Background: an optimization exercise with open tools, aiming at a short achievable clock period and few clock cycles per item. Do not read the settings as production practice.
In this exercise RTL edits were held to simulation tests only and were not proved equivalent to the original.
No activity file was given, so power comes from the tool's default toggle rates.

<file path="flow/run.sh">
#!/bin/bash
# synth_recipe.tcl (not shown) runs the flow's synth.tcl, then flattens the netlist and writes it again
# the make line also repeats each setting of config.mk as NAME=value (left out here)
make -C /OpenROAD-flow-scripts/flow DESIGN_CONFIG=/design/flow/config.mk WORK_HOME=/design/flow/orfs CLKGATE_MAP_FILE= SYNTH_SCRIPT=/design/flow/synth_recipe.tcl finish
</file>
<file path="flow/design.v">
package cpu_pkg;
    typedef logic [32-1:0] word_t;
    typedef logic [5-1:0] reg_addr_t;
    typedef enum logic [6:0] {
        OP_REG    = 7'b0110011,
        OP_IMM    = 7'b0010011,
        OP_LUI    = 7'b0110111,
        OP_JAL    = 7'b1101111,
        OP_BRANCH = 7'b1100011,
        OP_LOAD   = 7'b0000011,
        OP_STORE  = 7'b0100011
    } opcode_e;
    typedef enum logic [3:0] {
        ALU_ADD,
        ALU_SUB,
        ALU_AND,
        ALU_OR,
        ALU_XOR,
        ALU_SLT,
        ALU_SLTU,
        ALU_SLL,
        ALU_SRL,
        ALU_SRA
    } alu_op_e;
    typedef enum logic [2:0] {
        BR_NONE,
        BR_EQ,
        BR_NE,
        BR_LT,
        BR_GE,
        BR_LTU,
        BR_GEU
    } branch_e;
    typedef enum logic [2:0] {
        ST_IF,
        ST_IW,
        ST_ID,
        ST_EXE,
        ST_WB,
        ST_ST,
        ST_LD,
        ST_RDW
    } state_e;
    typedef struct packed {
        reg_addr_t rs1;
        reg_addr_t rs2;
        reg_addr_t rd;
        word_t     imm;
        alu_op_e   alu_op;
        logic      use_imm;
        branch_e   branch;
        logic      is_jal;
        logic      is_lui;
        logic      is_load;
        logic      is_store;
        logic      reg_write;
    } ctrl_t;
    typedef struct packed {
        word_t                  addr;
        word_t                  wdata;
        logic [32/8-1:0] wstrb;
        logic                   write;
        logic                   read;
    } mem_req_t;
    typedef struct packed {
        logic      valid;
        logic      wen;
        reg_addr_t waddr;
        word_t     wdata;
        word_t     pc;
    } retire_t;
    typedef struct packed {
        logic zero;
        logic neg_signed;
        logic lt_unsigned;
    } alu_flags_t;
endpackage
module cpu_decoder (
    input  cpu_pkg::word_t instruction,
    output cpu_pkg::ctrl_t ctrl
);
    logic [2:0]       funct3;
    logic             is_reg_op;
    cpu_pkg::word_t   imm_i;
    cpu_pkg::word_t   imm_s;
    cpu_pkg::word_t   imm_b;
    cpu_pkg::word_t   imm_j;
    cpu_pkg::word_t   imm_u;
    cpu_pkg::alu_op_e arith_op;
    cpu_pkg::branch_e branch_kind;
    assign funct3    = instruction[14:12];
    assign is_reg_op = (instruction[6:0] == cpu_pkg::OP_REG);
    assign imm_i = {{20{instruction[31]}}, instruction[31:20]};
    assign imm_s = {{20{instruction[31]}}, instruction[31:25], instruction[11:7]};
    assign imm_b = {{19{instruction[31]}}, instruction[31], instruction[7],
                    instruction[30:25], instruction[11:8], 1'b0};
    assign imm_j = {{11{instruction[31]}}, instruction[31], instruction[19:12],
                    instruction[20], instruction[30:21], 1'b0};
    assign imm_u = {instruction[31:12], 12'b0};
    always_comb begin
        case (funct3)
            3'b000:  arith_op = (is_reg_op && instruction[30]) ? cpu_pkg::ALU_SUB
                                                                : cpu_pkg::ALU_ADD;
            3'b001:  arith_op = cpu_pkg::ALU_SLL;
            3'b010:  arith_op = cpu_pkg::ALU_SLT;
            3'b011:  arith_op = cpu_pkg::ALU_SLTU;
            3'b100:  arith_op = cpu_pkg::ALU_XOR;
            3'b101:  arith_op = instruction[30] ? cpu_pkg::ALU_SRA : cpu_pkg::ALU_SRL;
            3'b110:  arith_op = cpu_pkg::ALU_OR;
            default: arith_op = cpu_pkg::ALU_AND;
        endcase
    end
    always_comb begin
        case (funct3)
            3'b000:  branch_kind = cpu_pkg::BR_EQ;
            3'b001:  branch_kind = cpu_pkg::BR_NE;
            3'b100:  branch_kind = cpu_pkg::BR_LT;
            3'b101:  branch_kind = cpu_pkg::BR_GE;
            3'b110:  branch_kind = cpu_pkg::BR_LTU;
            3'b111:  branch_kind = cpu_pkg::BR_GEU;
            default: branch_kind = cpu_pkg::BR_NONE;
        endcase
    end
    always_comb begin
        ctrl        = '0;
        ctrl.rs1    = instruction[19:15];
        ctrl.rs2    = instruction[24:20];
        ctrl.rd     = instruction[11:7];
        ctrl.imm    = imm_i;
        ctrl.alu_op = cpu_pkg::ALU_ADD;
        ctrl.branch = cpu_pkg::BR_NONE;
        case (instruction[6:0])
            cpu_pkg::OP_REG: begin
                ctrl.alu_op    = arith_op;
                ctrl.reg_write = 1'b1;
            end
            cpu_pkg::OP_IMM: begin
                ctrl.alu_op    = arith_op;
                ctrl.use_imm   = 1'b1;
                ctrl.reg_write = 1'b1;
            end
            cpu_pkg::OP_LUI: begin
                ctrl.imm       = imm_u;
                ctrl.is_lui    = 1'b1;
                ctrl.reg_write = 1'b1;
            end
            cpu_pkg::OP_JAL: begin
                ctrl.imm       = imm_j;
                ctrl.is_jal    = 1'b1;
                ctrl.reg_write = 1'b1;
            end
            cpu_pkg::OP_BRANCH: begin
                ctrl.imm    = imm_b;
                ctrl.alu_op = cpu_pkg::ALU_SUB;
                ctrl.branch = branch_kind;
            end
            cpu_pkg::OP_LOAD: begin
                if (funct3 == 3'b010) begin
                    ctrl.use_imm   = 1'b1;
                    ctrl.is_load   = 1'b1;
                    ctrl.reg_write = 1'b1;
                end
            end
            cpu_pkg::OP_STORE: begin
                if (funct3 == 3'b010) begin
                    ctrl.imm      = imm_s;
                    ctrl.use_imm  = 1'b1;
                    ctrl.is_store = 1'b1;
                end
            end
            default: ;
        endcase
    end
endmodule
module cpu_alu (
    input  cpu_pkg::word_t      a,
    input  cpu_pkg::word_t      b,
    input  cpu_pkg::alu_op_e    op,
    output cpu_pkg::word_t      result,
    output cpu_pkg::alu_flags_t flags
);
    logic [32:0] diff;
    logic               overflow;
    logic [4:0]         shamt;
    assign diff     = {1'b0, a} - {1'b0, b};
    assign overflow = (a[32-1] ^ b[32-1]) & (a[32-1] ^ diff[32-1]);
    assign shamt    = b[4:0];
    assign flags.zero        = (diff[32-1:0] == '0);
    assign flags.neg_signed  = diff[32-1] ^ overflow;
    assign flags.lt_unsigned = diff[32];
    always_comb begin
        case (op)
            cpu_pkg::ALU_ADD:  result = a + b;
            cpu_pkg::ALU_SUB:  result = diff[32-1:0];
            cpu_pkg::ALU_AND:  result = a & b;
            cpu_pkg::ALU_OR:   result = a | b;
            cpu_pkg::ALU_XOR:  result = a ^ b;
            cpu_pkg::ALU_SLT:  result = {{(32-1){1'b0}}, flags.neg_signed};
            cpu_pkg::ALU_SLTU: result = {{(32-1){1'b0}}, flags.lt_unsigned};
            cpu_pkg::ALU_SLL:  result = a << shamt;
            cpu_pkg::ALU_SRL:  result = a >> shamt;
            cpu_pkg::ALU_SRA:  result = $signed(a) >>> shamt;
            default:           result = '0;
        endcase
    end
endmodule
module cpu_regfile (
    input  logic               clk,
    input  cpu_pkg::reg_addr_t raddr1,
    input  cpu_pkg::reg_addr_t raddr2,
    output cpu_pkg::word_t     rdata1,
    output cpu_pkg::word_t     rdata2,
    input  logic               wen,
    input  cpu_pkg::reg_addr_t waddr,
    input  cpu_pkg::word_t     wdata
);
    cpu_pkg::word_t regs [32];
    always_ff @(posedge clk) begin
        if (wen && waddr != '0) begin
            regs[waddr] <= wdata;
        end
    end
    assign rdata1 = (raddr1 == '0) ? '0 : regs[raddr1];
    assign rdata2 = (raddr2 == '0) ? '0 : regs[raddr2];
endmodule
module cpu_control (
    input  logic                clk,
    input  logic                rst,
    input  logic                inst_req_ready,
    input  logic                inst_valid,
    input  cpu_pkg::word_t      instruction,
    output cpu_pkg::word_t      pc,
    output logic                inst_req_valid,
    output logic                inst_ready,
    output cpu_pkg::word_t      inst_word,
    input  cpu_pkg::ctrl_t      ctrl,
    input  cpu_pkg::word_t      rdata1,
    input  cpu_pkg::word_t      rdata2,
    output cpu_pkg::word_t      alu_a,
    output cpu_pkg::word_t      alu_b,
    output cpu_pkg::alu_op_e    alu_op,
    input  cpu_pkg::word_t      alu_result,
    input  cpu_pkg::alu_flags_t alu_flags,
    output logic                rf_wen,
    output cpu_pkg::reg_addr_t  rf_waddr,
    output cpu_pkg::word_t      rf_wdata,
    output cpu_pkg::mem_req_t   mem_req,
    input  logic                mem_req_ready,
    input  cpu_pkg::word_t      read_data,
    input  logic                read_data_valid,
    output logic                read_data_ready,
    output cpu_pkg::retire_t    retire
);
    cpu_pkg::state_e state_q;
    cpu_pkg::state_e state_d;
    cpu_pkg::word_t  pc_q;
    logic            req_valid_q;
    cpu_pkg::word_t  inst_q;
    cpu_pkg::word_t  inst_pc_q;
    cpu_pkg::ctrl_t  ctrl_q;
    cpu_pkg::word_t  op1_q;
    cpu_pkg::word_t  op2_q;
    cpu_pkg::word_t  res_q;
    cpu_pkg::word_t  load_q;
    logic            taken;
    logic            redirect;
    always_comb begin
        case (ctrl_q.branch)
            cpu_pkg::BR_EQ:  taken = alu_flags.zero;
            cpu_pkg::BR_NE:  taken = !alu_flags.zero;
            cpu_pkg::BR_LT:  taken = alu_flags.neg_signed;
            cpu_pkg::BR_GE:  taken = !alu_flags.neg_signed;
            cpu_pkg::BR_LTU: taken = alu_flags.lt_unsigned;
            cpu_pkg::BR_GEU: taken = !alu_flags.lt_unsigned;
            default:         taken = 1'b0;
        endcase
    end
    assign redirect = taken || ctrl_q.is_jal;
    always_comb begin
        state_d = state_q;
        case (state_q)
            cpu_pkg::ST_IF:  if (inst_req_valid && inst_req_ready) state_d = cpu_pkg::ST_IW;
            cpu_pkg::ST_IW:  if (inst_valid) state_d = cpu_pkg::ST_ID;
            cpu_pkg::ST_ID:  state_d = cpu_pkg::ST_EXE;
            cpu_pkg::ST_EXE: begin
                if (ctrl_q.is_store) begin
                    state_d = cpu_pkg::ST_ST;
                end else if (ctrl_q.is_load) begin
                    state_d = cpu_pkg::ST_LD;
                end else if (ctrl_q.reg_write) begin
                    state_d = cpu_pkg::ST_WB;
                end else begin
                    state_d = cpu_pkg::ST_IF;
                end
            end
            cpu_pkg::ST_ST:  if (mem_req_ready) state_d = cpu_pkg::ST_IF;
            cpu_pkg::ST_LD:  if (mem_req_ready) state_d = cpu_pkg::ST_RDW;
            cpu_pkg::ST_RDW: if (read_data_valid) state_d = cpu_pkg::ST_WB;
            default:         state_d = cpu_pkg::ST_IF;
        endcase
    end
    always_ff @(posedge clk) begin
        if (rst) begin
            state_q     <= cpu_pkg::ST_IF;
            pc_q        <= 32'h0000_0000;
            req_valid_q <= 1'b0;
        end else begin
            state_q     <= state_d;
            req_valid_q <= (state_d == cpu_pkg::ST_IF);
            if (inst_req_valid && inst_req_ready) begin
                pc_q <= pc_q + 32'd4;
            end else if (state_q == cpu_pkg::ST_EXE && redirect) begin
                pc_q <= inst_pc_q + ctrl_q.imm;
            end
        end
    end
    always_ff @(posedge clk) begin
        if (state_q == cpu_pkg::ST_IW && inst_valid) begin
            inst_q    <= instruction;
            inst_pc_q <= pc_q - 32'd4;
        end
        if (state_q == cpu_pkg::ST_ID) begin
            ctrl_q <= ctrl;
            op1_q  <= rdata1;
            op2_q  <= rdata2;
        end
        if (state_q == cpu_pkg::ST_EXE) begin
            res_q <= alu_result;
        end
        if (state_q == cpu_pkg::ST_RDW && read_data_valid) begin
            load_q <= read_data;
        end
    end
    assign pc              = pc_q;
    assign inst_req_valid  = req_valid_q;
    assign inst_ready      = (state_q == cpu_pkg::ST_IW);
    assign inst_word       = inst_q;
    assign read_data_ready = (state_q == cpu_pkg::ST_RDW);
    assign alu_a  = op1_q;
    assign alu_b  = ctrl_q.use_imm ? ctrl_q.imm : op2_q;
    assign alu_op = ctrl_q.alu_op;
    assign mem_req.addr  = {res_q[32-1:2], 2'b00};
    assign mem_req.wdata = op2_q;
    assign mem_req.wstrb = '1;
    assign mem_req.write = (state_q == cpu_pkg::ST_ST);
    assign mem_req.read  = (state_q == cpu_pkg::ST_LD);
    always_comb begin
        if (ctrl_q.is_lui) begin
            rf_wdata = ctrl_q.imm;
        end else if (ctrl_q.is_jal) begin
            rf_wdata = inst_pc_q + 32'd4;
        end else if (ctrl_q.is_load) begin
            rf_wdata = load_q;
        end else begin
            rf_wdata = res_q;
        end
    end
    assign rf_wen   = (state_q == cpu_pkg::ST_WB) && ctrl_q.reg_write;
    assign rf_waddr = ctrl_q.rd;
    assign retire.valid = (state_q == cpu_pkg::ST_WB) ||
                          (state_q == cpu_pkg::ST_EXE && state_d == cpu_pkg::ST_IF) ||
                          (state_q == cpu_pkg::ST_ST && mem_req_ready);
    assign retire.wen   = rf_wen;
    assign retire.waddr = rf_waddr;
    assign retire.wdata = rf_wdata;
    assign retire.pc    = inst_pc_q;
endmodule
module cpu_core (
    input  logic              clk,
    input  logic              rst,
    output cpu_pkg::word_t    pc,
    output logic              inst_req_valid,
    input  logic              inst_req_ready,
    input  cpu_pkg::word_t    instruction,
    input  logic              inst_valid,
    output logic              inst_ready,
    output cpu_pkg::mem_req_t mem_req,
    input  logic              mem_req_ready,
    input  cpu_pkg::word_t    read_data,
    input  logic              read_data_valid,
    output logic              read_data_ready,
    output cpu_pkg::retire_t  retire
);
    cpu_pkg::word_t      inst_word;
    cpu_pkg::ctrl_t      ctrl;
    cpu_pkg::word_t      rdata1;
    cpu_pkg::word_t      rdata2;
    cpu_pkg::word_t      alu_a;
    cpu_pkg::word_t      alu_b;
    cpu_pkg::alu_op_e    alu_op;
    cpu_pkg::word_t      alu_result;
    cpu_pkg::alu_flags_t alu_flags;
    logic                rf_wen;
    cpu_pkg::reg_addr_t  rf_waddr;
    cpu_pkg::word_t      rf_wdata;
    cpu_control u_control (
        .clk             (clk),
        .rst             (rst),
        .inst_req_ready  (inst_req_ready),
        .inst_valid      (inst_valid),
        .instruction     (instruction),
        .pc              (pc),
        .inst_req_valid  (inst_req_valid),
        .inst_ready      (inst_ready),
        .inst_word       (inst_word),
        .ctrl            (ctrl),
        .rdata1          (rdata1),
        .rdata2          (rdata2),
        .alu_a           (alu_a),
        .alu_b           (alu_b),
        .alu_op          (alu_op),
        .alu_result      (alu_result),
        .alu_flags       (alu_flags),
        .rf_wen          (rf_wen),
        .rf_waddr        (rf_waddr),
        .rf_wdata        (rf_wdata),
        .mem_req         (mem_req),
        .mem_req_ready   (mem_req_ready),
        .read_data       (read_data),
        .read_data_valid (read_data_valid),
        .read_data_ready (read_data_ready),
        .retire          (retire)
    );
    cpu_decoder u_decoder (
        .instruction (inst_word),
        .ctrl        (ctrl)
    );
    cpu_regfile u_regfile (
        .clk    (clk),
        .raddr1 (ctrl.rs1),
        .raddr2 (ctrl.rs2),
        .rdata1 (rdata1),
        .rdata2 (rdata2),
        .wen    (rf_wen),
        .waddr  (rf_waddr),
        .wdata  (rf_wdata)
    );
    cpu_alu u_alu (
        .a      (alu_a),
        .b      (alu_b),
        .op     (alu_op),
        .result (alu_result),
        .flags  (alu_flags)
    );
endmodule
module cpu_top (
    input  logic        clk,
    input  logic        rst,
    output logic [31:0] pc,
    output logic        inst_req_valid,
    input  logic        inst_req_ready,
    input  logic [31:0] instruction,
    input  logic        inst_valid,
    output logic        inst_ready,
    output logic [31:0] mem_addr,
    output logic [31:0] mem_wdata,
    output logic [3:0]  mem_wstrb,
    output logic        mem_write,
    output logic        mem_read,
    input  logic        mem_req_ready,
    input  logic [31:0] read_data,
    input  logic        read_data_valid,
    output logic        read_data_ready,
    output logic        retire_valid,
    output logic        retire_wen,
    output logic [4:0]  retire_waddr,
    output logic [31:0] retire_wdata,
    output logic [31:0] retire_pc
);
    cpu_pkg::mem_req_t mem_req;
    cpu_pkg::retire_t  retire;
    cpu_core u_core (
        .clk             (clk),
        .rst             (rst),
        .pc              (pc),
        .inst_req_valid  (inst_req_valid),
        .inst_req_ready  (inst_req_ready),
        .instruction     (instruction),
        .inst_valid      (inst_valid),
        .inst_ready      (inst_ready),
        .mem_req         (mem_req),
        .mem_req_ready   (mem_req_ready),
        .read_data       (read_data),
        .read_data_valid (read_data_valid),
        .read_data_ready (read_data_ready),
        .retire          (retire)
    );
    assign mem_addr     = mem_req.addr;
    assign mem_wdata    = mem_req.wdata;
    assign mem_wstrb    = mem_req.wstrb;
    assign mem_write    = mem_req.write;
    assign mem_read     = mem_req.read;
    assign retire_valid = retire.valid;
    assign retire_wen   = retire.wen;
    assign retire_waddr = retire.waddr;
    assign retire_wdata = retire.wdata;
    assign retire_pc    = retire.pc;
endmodule
</file>
<file path="flow/config.mk">
export PLATFORM = sky130hd
export DESIGN_NAME = cpu_top
export DESIGN_NICKNAME = cpu_top
export VERILOG_FILES = /design/flow/design.v
export SDC_FILE = /design/flow/constraint.sdc
export NUM_CORES = 4
export LEC_CHECK = 0
export CAP_MARGIN = 20
export CORE_MARGIN = 2
export CORE_UTILIZATION = 40
export SLEW_MARGIN = 20
</file>
<file path="flow/constraint.sdc">
create_clock -name core_clock -period 7.0 [get_ports {clk}]
set_input_delay 1.4000 -clock core_clock [delete_from_list [all_inputs] [get_ports {clk}]]
set_output_delay 1.4000 -clock core_clock [all_outputs]
set_load 0.01 [all_outputs]
</file>
==> results.toml <==
[clock_network]
root_buffer = "clkbuf_16"
cts.sinks = 1302
cts.clk_slew.worst_paths_ns = 0.06
numCtsBuffers = 147
clkLatencyLatePin_ns = 0.82
cts_tree = "built"
cts_setup_buffers = 0
cts_resized = 0
h-tree-depth = 4
cts_buffer_depth = 3
ctsHoldBuffers = 0

[synthesis]
synthMuxAreaShare_pct = 23.9
async_flop_share_pct = 0
yosys.area.top_type = "edfxtp_1"
synth.cell_area_sq_um = 70000
synth_xor_area_share_pct = 1.51
netlist_instances = 4669
syn_avg_cell_area_sq_um = 15.0
synth_seq_area_share_pct = 55.4
synth-simple-area-share_pct = 6.42
synth-edff-count = 1266
synth_area_leaders = "edfxtp_1, mux4_2, mux2i_1, ha_1, nor2_1"
synth.top_cells.by_count = "edfxtp_1, mux4_2, nor2_1"
synth_top_area_share_pct = 54.3
synth_top_family_by_area = "multiplexers"
ys.warnings.count = 4
yosys.area_share.adder_pct = 2.46
synth_flop_cell = "edfxtp_1"
synth.distinct_cells = 105
ys_ff_latch = 1302
yosysMostFrequentCell = "edfxtp_1"
synth_compound_area_share_pct = 7.51

[critical_path]
cp_data_arrival_time_ns = 7.33
slowest_delay_ns = 0.57
crit_path_max_fanout = 19
crit_type = "flop to flop"
critPathSlowestCell = "fa_1"
crit_path_frequent_cell = "a21oi_1"
cp.required_ns = 7.73
start_kind = "flop"
end_kind = "flop"

[die]
die_x_microns = 422
start_util_pct = 40.3
fp-row-count = 153
dieArea_sq_um = 178000
core-area_sq_um = 174000
io_pins = 246
die-height_microns = 422

[place]
numPortBuffers = 239
dp_hpwl_microns = 170000
place_area_sq_um = 75900
gp_congestion = 1.01

[timing]
final-setup-viol-count = 0
finalHoldViolCount = 0
tightest_slew_ns = 1.25
finalCriticalPeriod_ns = 6.60
rsz0062_at_grt = "no"
slew_headroom_pct = 16.8
holdWs_ns = 0.489
finClkSkew_ns = 0.0373
tns_ns = 0
period_share_pct = 94.3
final_max_slew_viol_count = 0
fmax_mhz = 151

[run]
drv_cap = 0

[detailed_routing]
wl_met3_microns = 20200
totalWireLength_microns = 253000
antenna_left = 0
top_layer_used = "met5"
drt_iter0_drc = 5759
num_vias = 46702
vias_per_cell = 6.34
drcViolationCount = 0
drt_pass1_iterations = 6
avgRoutedWirePerCell_microns = 34.3
wl_met1_microns = 99500
wl_met2_microns = 121000

[grt]
grt_max_degree = 114
overflow = 0
grt_pass1_wl_microns = 356000
grt_pass1_vias = 46270
grt_usage_pct = 28.0
antenna_found_initial = 12

[power]
powerDensity_nw_per_um2 = 268
p_total_mw = 21.6
vdd_drop_max_v = 0.000178
power_leakage_nw = 26.9

[cells_and_area]
fillers = 15315
stdcell_area_sq_um = 80500
nNetsFinal = 5129
area_delta_synth_final_pct = 15.1
layout-drive-gt1-share_pct = 23.2

[hold_path]
hold_class = "flop to flop"

[status]
status = "timing/DRC/antenna clean"
[routing by layer]
| metal | vias up | track usage, % |
|---|---|---|
| met5 | - | 0 |
| met4 | 4 | 12.0 |
| met3 | 427 | 4.85 |
| met2 | 2425 | 45.5 |
| met1 | 24497 | 37.2 |
| li1 | 19349 | - |
[per-stage QoR]
step | cells | util (%) | worst slack [ns]
final | 7371 | 46.3 | 0.397
after floorplan | 4705 | - | 0.0202
after CTS | 7367 | 46.3 | 0.345
after detailed placement | 7100 | 43.7 | 0.379
after global placement | 7100 | 43.7 | 0.507
after global routing | 7368 | 46.3 | 0.00421
[area by class of cell]
| type | count | area [sq um] | share of cell area, % |
|---|---|---|---|
| sequential | 1302 | 38700 | 48.1 |
| multi-input combinational | 2932 | 29900 | 37.1 |
| timing repair buffer | 429 | 3970 | 4.93 |
| clock buffer | 174 | 3810 | 4.73 |
| tap | 2325 | 2910 | 3.61 |
| clock inverter | 93 | 785 | 0.974 |
| inverter | 112 | 422 | 0.524 |
| antenna | 4 | 10.0 | 0.0124 |
[cell families after synthesis]
group,count (synthesis)
AND/OR/NAND/NOR,956
adder cells (fa/ha/maj),135
AO/OA/AOI/OAI,812
other,2
XOR/XNOR,121
buffers and inverters,471
flip-flops,1302
multiplexers,870
[final timing paths]
check	start	endpoint	slack [ns]	cells past startpoint
max	u_core.u_control.ctrl_q[8]$_DFFE_PP_	u_core.u_control.pc_q[3]$_SDFFE_PP0P_	0.40	26
max reg2reg	u_core.u_control.ctrl_q[8]$_DFFE_PP_	u_core.u_control.pc_q[3]$_SDFFE_PP0P_	0.40	26
min reg2reg	u_core.u_control.pc_q[1]$_SDFFE_PP0P_	u_core.u_control.inst_pc_q[1]$_DFFE_PP_	0.49	0
min	u_core.u_control.pc_q[1]$_SDFFE_PP0P_	u_core.u_control.inst_pc_q[1]$_DFFE_PP_	0.49	0
[critical path: cells and delay by family, from the launching register on]
kind / cells / cell delay, ns
buffers and inverters: 2 / 0.40
multiplexers: 1 / 0.54
AO/OA/AOI/OAI: 11 / 2.29
adder cells (fa/ha/maj): 2 / 0.93
AND/OR/NAND/NOR: 10 / 1.96
flip-flops: 1 / 0.40
[flip-flops by register name, indices dropped and copies added, names as in the netlist]
name                          count
u_core.u_control.ctrl_q          50
u_core.u_control.inst_pc_q       32
u_core.u_control.inst_q          32
u_core.u_control.load_q          32
u_core.u_control.op1_q           32
u_core.u_control.op2_q           32
u_core.u_control.pc_q            32
u_core.u_control.req_valid_q      1
u_core.u_control.res_q           32
u_core.u_control.state_q          3
u_core.u_regfile.regs          1024
[where the power goes]
group | switching (mW) | internal (mW) | leakage, nW
sequential | 0.237 | 8.99 | 11.8
combinational | 3.12 | 1.80 | 12.9
clock | 3.32 | 4.16 | 2.24
total | 6.67 | 14.9 | 26.9
[layout by cell type, fill, tap and decap left out, types with 39 or more instances in the layout]
cell and count:
mux4_2 641, o211ai_1 39, mux2i_1 218, nor2_1 345, buf_4 177, a211oi_1 39
inv_1 104, nand2_1 215, ha_1 131, a21oi_1 192, o21ai_0 175, a21o_1 55
xnor2_1 79, clkdlybuf4s50_1 239, edfxtp_1 1266, clkbuf_16 148, xor2_1 42, nand3_1 67
clkinv_1 39, a31oi_1 41, nor3_1 72
Testbench counts, summed over its fixed seeds: cycles 122,877, instructions 24,269.

-- separate check: timing with driven ports --
The flow's constraints put no driver on any port. The routed layout listed below was extracted and timed again, unchanged, in two steps. Step 1 assumes that a clkbuf_16 drives the clock port and a buf_2 every other input. Step 2 also shifts input and output timing later by t, the mid clock arrival at the registers, as if the neighbouring blocks saw the same clock. Three values: ideal ports, drivers, drivers and shift; two values: the first two.
t, ns: 0.879
setup WS [ns]: 0.397 / 0.333 / 0.397
worst setup path at the end: register to register
worst slew at a driven data input, ns: 0.08
cell pins on the clock port's net: 1
After both steps setup and hold are still met in this run. For this run, drivers alone change the setup slack by -0.064 ns; drivers and shift together by 0.000 ns.
